Source: an optimization exercise on an open RTL-to-GDS flow (aim: small area, a short achievable clock period and few clock cycles per item). Production flows keep margins and buffers that such runs may drop.
Power is estimated from default activity; no workload was simulated.

## softmax_normalizer
module softmax_normalizer
#(
    parameter int unsigned N             = 32,
    parameter int unsigned IN_BIT_WIDTH  = 16,
    parameter int unsigned SUM_BIT_WIDTH = 32,
    parameter int unsigned RECIP_W       = 32,
    parameter int unsigned OUT_BIT_WIDTH = 16
) (
    input  logic                        i_clk,
    input  logic                        i_rst_n,
    input  logic                        i_vec_valid,
    output logic                        o_vec_ready,
    input  logic [IN_BIT_WIDTH*N-1:0]   i_data,
    input  logic                        i_sum_valid,
    input  logic [SUM_BIT_WIDTH-1:0]    i_sum,
    output logic                        o_valid,
    input  logic                        i_ready,
    output logic [OUT_BIT_WIDTH-1:0]    o_prob,
    output logic [$clog2(N)-1:0]        o_idx,
    output logic                        o_last,
    output logic                        o_busy,
    output logic                        o_recip_sat
);
    localparam int unsigned IDX_W = $clog2(N);
    logic [IN_BIT_WIDTH-1:0] xb_q [N];
    localparam int unsigned NG = 4;         
    localparam int unsigned GS = N / NG;
    logic [NG-1:0]           gfull_q;       
    logic                    full_q;        
    logic                    xb_new_q;      
    logic [GS-1:0]           rdl_q;         
    logic [NG-1:0]           rdg_q;         
    logic                    vbusy_q;       
    logic                    vready_q;      
    logic                    full_d, sk_v_d;
    logic                    accept;
    logic [7:0]              xa1_q;         
    logic [6:0]              xa2_q, xa3_q;
    logic                    xa_v_q;
    logic                    xa_wait_q;     
    logic [28:0]             cs0_q, cs1_q;
  ...
Size in the first run: roughly 2900 cells after synthesis, about 820 flip-flops, ~580 I/O pins.
clock: 11.0 ns
lec_check: 0
abc_clock_period_in_ps: 3000
cap_margin: 20
cell_pad_in_sites_detail_placement: 1
core_margin: 2
core_utilization: 40
cts_buf_list: sky130_fd_sc_hd__clkbuf_16
cts_cluster_diameter: 80
cts_cluster_size: 20
place_density: 0.45
slew_margin: 20
standard.sh (not shown) runs the stock make flow with config.mk's settings and CLKGATE_MAP_FILE= SYNTH_SCRIPT=/design/flow/synth_recipe.tcl, a recipe that flattens the netlist after the stock synthesis.
==> flow/flow/run.sh <==
#!/bin/bash
# The standard layout (the standard.sh, standard synthesis unchanged), with
#  - every input and output port buffered by the smallest buffer (buf_1)
#    instead of the tool's default pick; the resizer still upsizes any port
#    buffer that needs more drive;
#  - repair_timing asked for a setup margin of 7.5 ns, so that it keeps
#    sizing and buffering paths until they are 7.5 ns inside the 11 ns clock.
# The SDC (clock period, I/O delays, loads) is the standard flow's, unchanged.
set -euo pipefail
export BUFFER_PORTS_ARGS="-buffer_cell sky130_fd_sc_hd__buf_1"
export SETUP_SLACK_MARGIN=7.5
bash standard.sh > make.log 2>&1
The starting point produced a clean layout.
Edit:
--- a/flow/design.v
+++ b/flow/design.v
@@ -111,25 +111,23 @@
     output logic                        o_last,
     output logic                        o_busy,
     output logic                        o_recip_sat
 );
     localparam int unsigned IDX_W = $clog2(N);
     logic [IN_BIT_WIDTH-1:0] xb_q [N];
     localparam int unsigned NG = 4;         
     localparam int unsigned GS = N / NG;
     logic [NG-1:0]           gfull_q;       
     logic                    full_q;        
     logic                    xb_new_q;      
-    logic [GS-1:0]           rdl_q;         
-    logic [NG-1:0]           rdg_q;         
-    logic                    vbusy_q;       
+    logic [IDX_W-1:0]        rd_q;          
     logic                    vready_q;      
     logic                    full_d, sk_v_d;
     logic                    accept;
     logic [7:0]              xa1_q;         
     logic [6:0]              xa2_q, xa3_q;
     logic                    xa_v_q;
     logic                    xa_wait_q;     
     logic [28:0]             cs0_q, cs1_q;
     logic [5:0]              cs_ovf_q;      
     logic                    cs_hi_q;       
     logic                    cs_rs_q;       
@@ -153,23 +151,23 @@
     logic [6:0]              xa2_d, xa3_d;
     logic [28:0]             row0, row1;
     logic [5:0]              povf;
     logic                    phi;
     logic [OUT_BIT_WIDTH-1:0] prob_n;
     logic                    offer_q;       
     logic                    pend_q;        
     logic                    sum_offer, sum_later, abort;
     logic                    div_start, div_free, div_ready;
     logic [RECIP_W-1:0]      div_recip;
     logic                    div_sat;
-    assign accept      = i_vec_valid & ~vbusy_q;
+    assign accept      = i_vec_valid & vready_q;
     assign o_vec_ready = vready_q;
     assign sum_offer = i_vec_valid & i_sum_valid & ~offer_q;
     assign sum_later = pend_q & i_sum_valid;
     assign div_start = div_free & (sum_offer | sum_later);
     assign abort     = accept & offer_q & ~i_sum_valid;
     recip_divider #(
         .SUM_W   (SUM_BIT_WIDTH),
         .RECIP_W (RECIP_W)
     ) u_div (
         .i_clk   (i_clk),
         .i_rst_n (i_rst_n),
@@ -185,36 +183,28 @@
     always_comb begin
         stall     = out_v_q & sk_v_q;
         push      = cs_v_q & ~stall;
         cs_free   = ~cs_v_q | ~stall;
         xa_go     = xa_v_q & ~xa_wait_q & cs_free;
         xa_free   = ~xa_v_q | xa_go;
         rd_go     = full_q & xa_free;
         byp_go    = accept;
         new0      = accept;
         r_load    = div_ready & (~full_q | xb_new_q) & (xa_free | xa_wait_q);
         has_r     = ~abort & (r_next_q | r_load);
-        full_d    = accept | (full_q & ~(rd_go & rdg_q[NG-1] & rdl_q[GS-1]));
+        full_d    = accept | (full_q & ~(rd_go & (rd_q == IDX_W'(N - 1))));
         sk_v_d    = push ? (out_v_q & (~i_ready | sk_v_q)) : (sk_v_q & ~i_ready);
         xfer      = out_v_q & i_ready;
         xfer_last = xfer & last_q;
         out_take  = ~out_v_q | i_ready;
-        rd_data = '0;
-        for (int g = 0; g < int'(NG); g++) begin
-            logic [IN_BIT_WIDTH-1:0] gd;
-            gd = '0;
-            for (int l = 0; l < int'(GS); l++)
-                if (g*GS + l > 0)
-                    gd = gd | (xb_q[g*GS + l] & {IN_BIT_WIDTH{rdl_q[l]}});
-            rd_data = rd_data | (gd & {IN_BIT_WIDTH{rdg_q[g]}});
-        end
+        rd_data = xb_q[rd_q];
         xa_raw  = full_q ? rd_data : i_data[IN_BIT_WIDTH-1:0];
         for (int i = 0; i < 7; i++) begin
             xa1_d[i] = ~xa_raw[15] &  xa_raw[2*i] & ~xa_raw[2*i+1];
             xa2_d[i] = ~xa_raw[15] & ~xa_raw[2*i] &  xa_raw[2*i+1];
             xa3_d[i] = ~xa_raw[15] &  xa_raw[2*i] &  xa_raw[2*i+1];
         end
         xa1_d[7] = ~xa_raw[15] & xa_raw[14];
     end
     softmax_mul_s1 u_s1 (
         .i_s1   (xa1_q),
         .i_s2   (xa2_q),
@@ -254,59 +244,53 @@
             cs_hi_q  <= phi;
             cs_rs_q  <= rs_q;
         end
         if (push) begin
             sk_prob_q <= prob_n;
             sk_rs_q   <= cs_rs_q;
         end
         if (out_take) begin
             prob_q   <= sk_v_q ? sk_prob_q : prob_n;
             out_rs_q <= sk_v_q ? sk_rs_q : cs_rs_q;
         end
-        if (~full_q) begin
-            rdl_q <= GS'(2);
-            rdg_q <= NG'(1);
-        end else if (rd_go) begin
-            rdl_q <= {rdl_q[GS-2:0], rdl_q[GS-1]};
-            if (rdl_q[GS-1])
-                rdg_q <= {rdg_q[NG-2:0], rdg_q[NG-1]};
-        end
+        if (~full_q)
+            rd_q <= IDX_W'(1);
+        else if (rd_go)
+            rd_q <= rd_q + 1'b1;
     end
     always_ff @(posedge i_clk or negedge i_rst_n) begin
         if (!i_rst_n) begin
             full_q    <= 1'b0;
             gfull_q   <= '0;
-            vbusy_q   <= 1'b1;
-            vready_q  <= 1'b0;
+            vready_q  <= 1'b1;
             xb_new_q  <= 1'b0;
             xa_v_q    <= 1'b0;
             xa_wait_q <= 1'b0;
             r_next_q  <= 1'b0;
             cs_v_q    <= 1'b0;
             out_v_q   <= 1'b0;
             sk_v_q    <= 1'b0;
             idx_q     <= '0;
             last_q    <= 1'b0;
             nvec_q    <= '0;
             busy_q    <= 1'b0;
             offer_q   <= 1'b0;
             pend_q    <= 1'b0;
         end else begin
             full_q   <= full_d;
-            vbusy_q  <= full_d | sk_v_d;
             vready_q <= ~full_d & ~sk_v_d;
             if (accept) begin
                 gfull_q  <= '1;
             end else if (rd_go) begin
                 for (int g = 0; g < int'(NG); g++)
-                    if (rdg_q[g] && rdl_q[GS-1])
+                    if (rd_q == IDX_W'(g*GS + GS - 1))
                         gfull_q[g] <= 1'b0;
             end
             if (accept)
                 xb_new_q <= ~has_r;
             else if (r_load)
                 xb_new_q <= 1'b0;
             if (xa_free)
                 xa_v_q <= rd_go | byp_go;
             if (new0) begin
                 xa_wait_q <= ~has_r;
                 r_next_q  <= 1'b0;
First-iteration DRC count went up by 20%.
Power went up by 130%.
Count of clock-buffer cells in the layout went down by 1.
Core utilization went up by 0.30 points.
Register-to-register slack degrades by 0.03 ns.
Flip-flop and latch count went down by 8.
Routed wire length went up by 14%.
Via count went up by 6.8%.
Hold slack improves by 0.029 ns.
Clock skew went up by 0.0048 ns.
No functional check of the RTL was part of any run of this note.

re-timing with driven ports:
Ports are ideal in the flow. The routed layouts listed here were re-timed in OpenROAD. Step 1 sets driving cells, clkbuf_16 on the clock port and buf_2 on the other inputs (assumed; they add their load-dependent delay and slew). Step 2 adds t to the input delays and takes it off the output delays; t is the mean of the earliest and latest rising clock arrival at the registers after step 1. Input paths then give back, and output paths get back, about the clock's delay inside the block. Three values: ideal ports, drivers, drivers and shift; two values: the first two.
run	shift t [ns]	slack for setup (ns)	worst hold slack (ns)	worst setup path at the end	pins driven straight from the clock port
the first run	0.728	7.473 / 7.404 / 7.252	0.436 / 0.436 / 0.436	input to register	1
the second run	0.726	7.460 / 7.388 / 7.134	0.465 / 0.465 / 0.465	input to register	1
After both steps setup and hold are still met in every run listed. The setup slack of the second run, which loses most, moves by -0.072 ns with the drivers and by -0.326 ns with both steps.
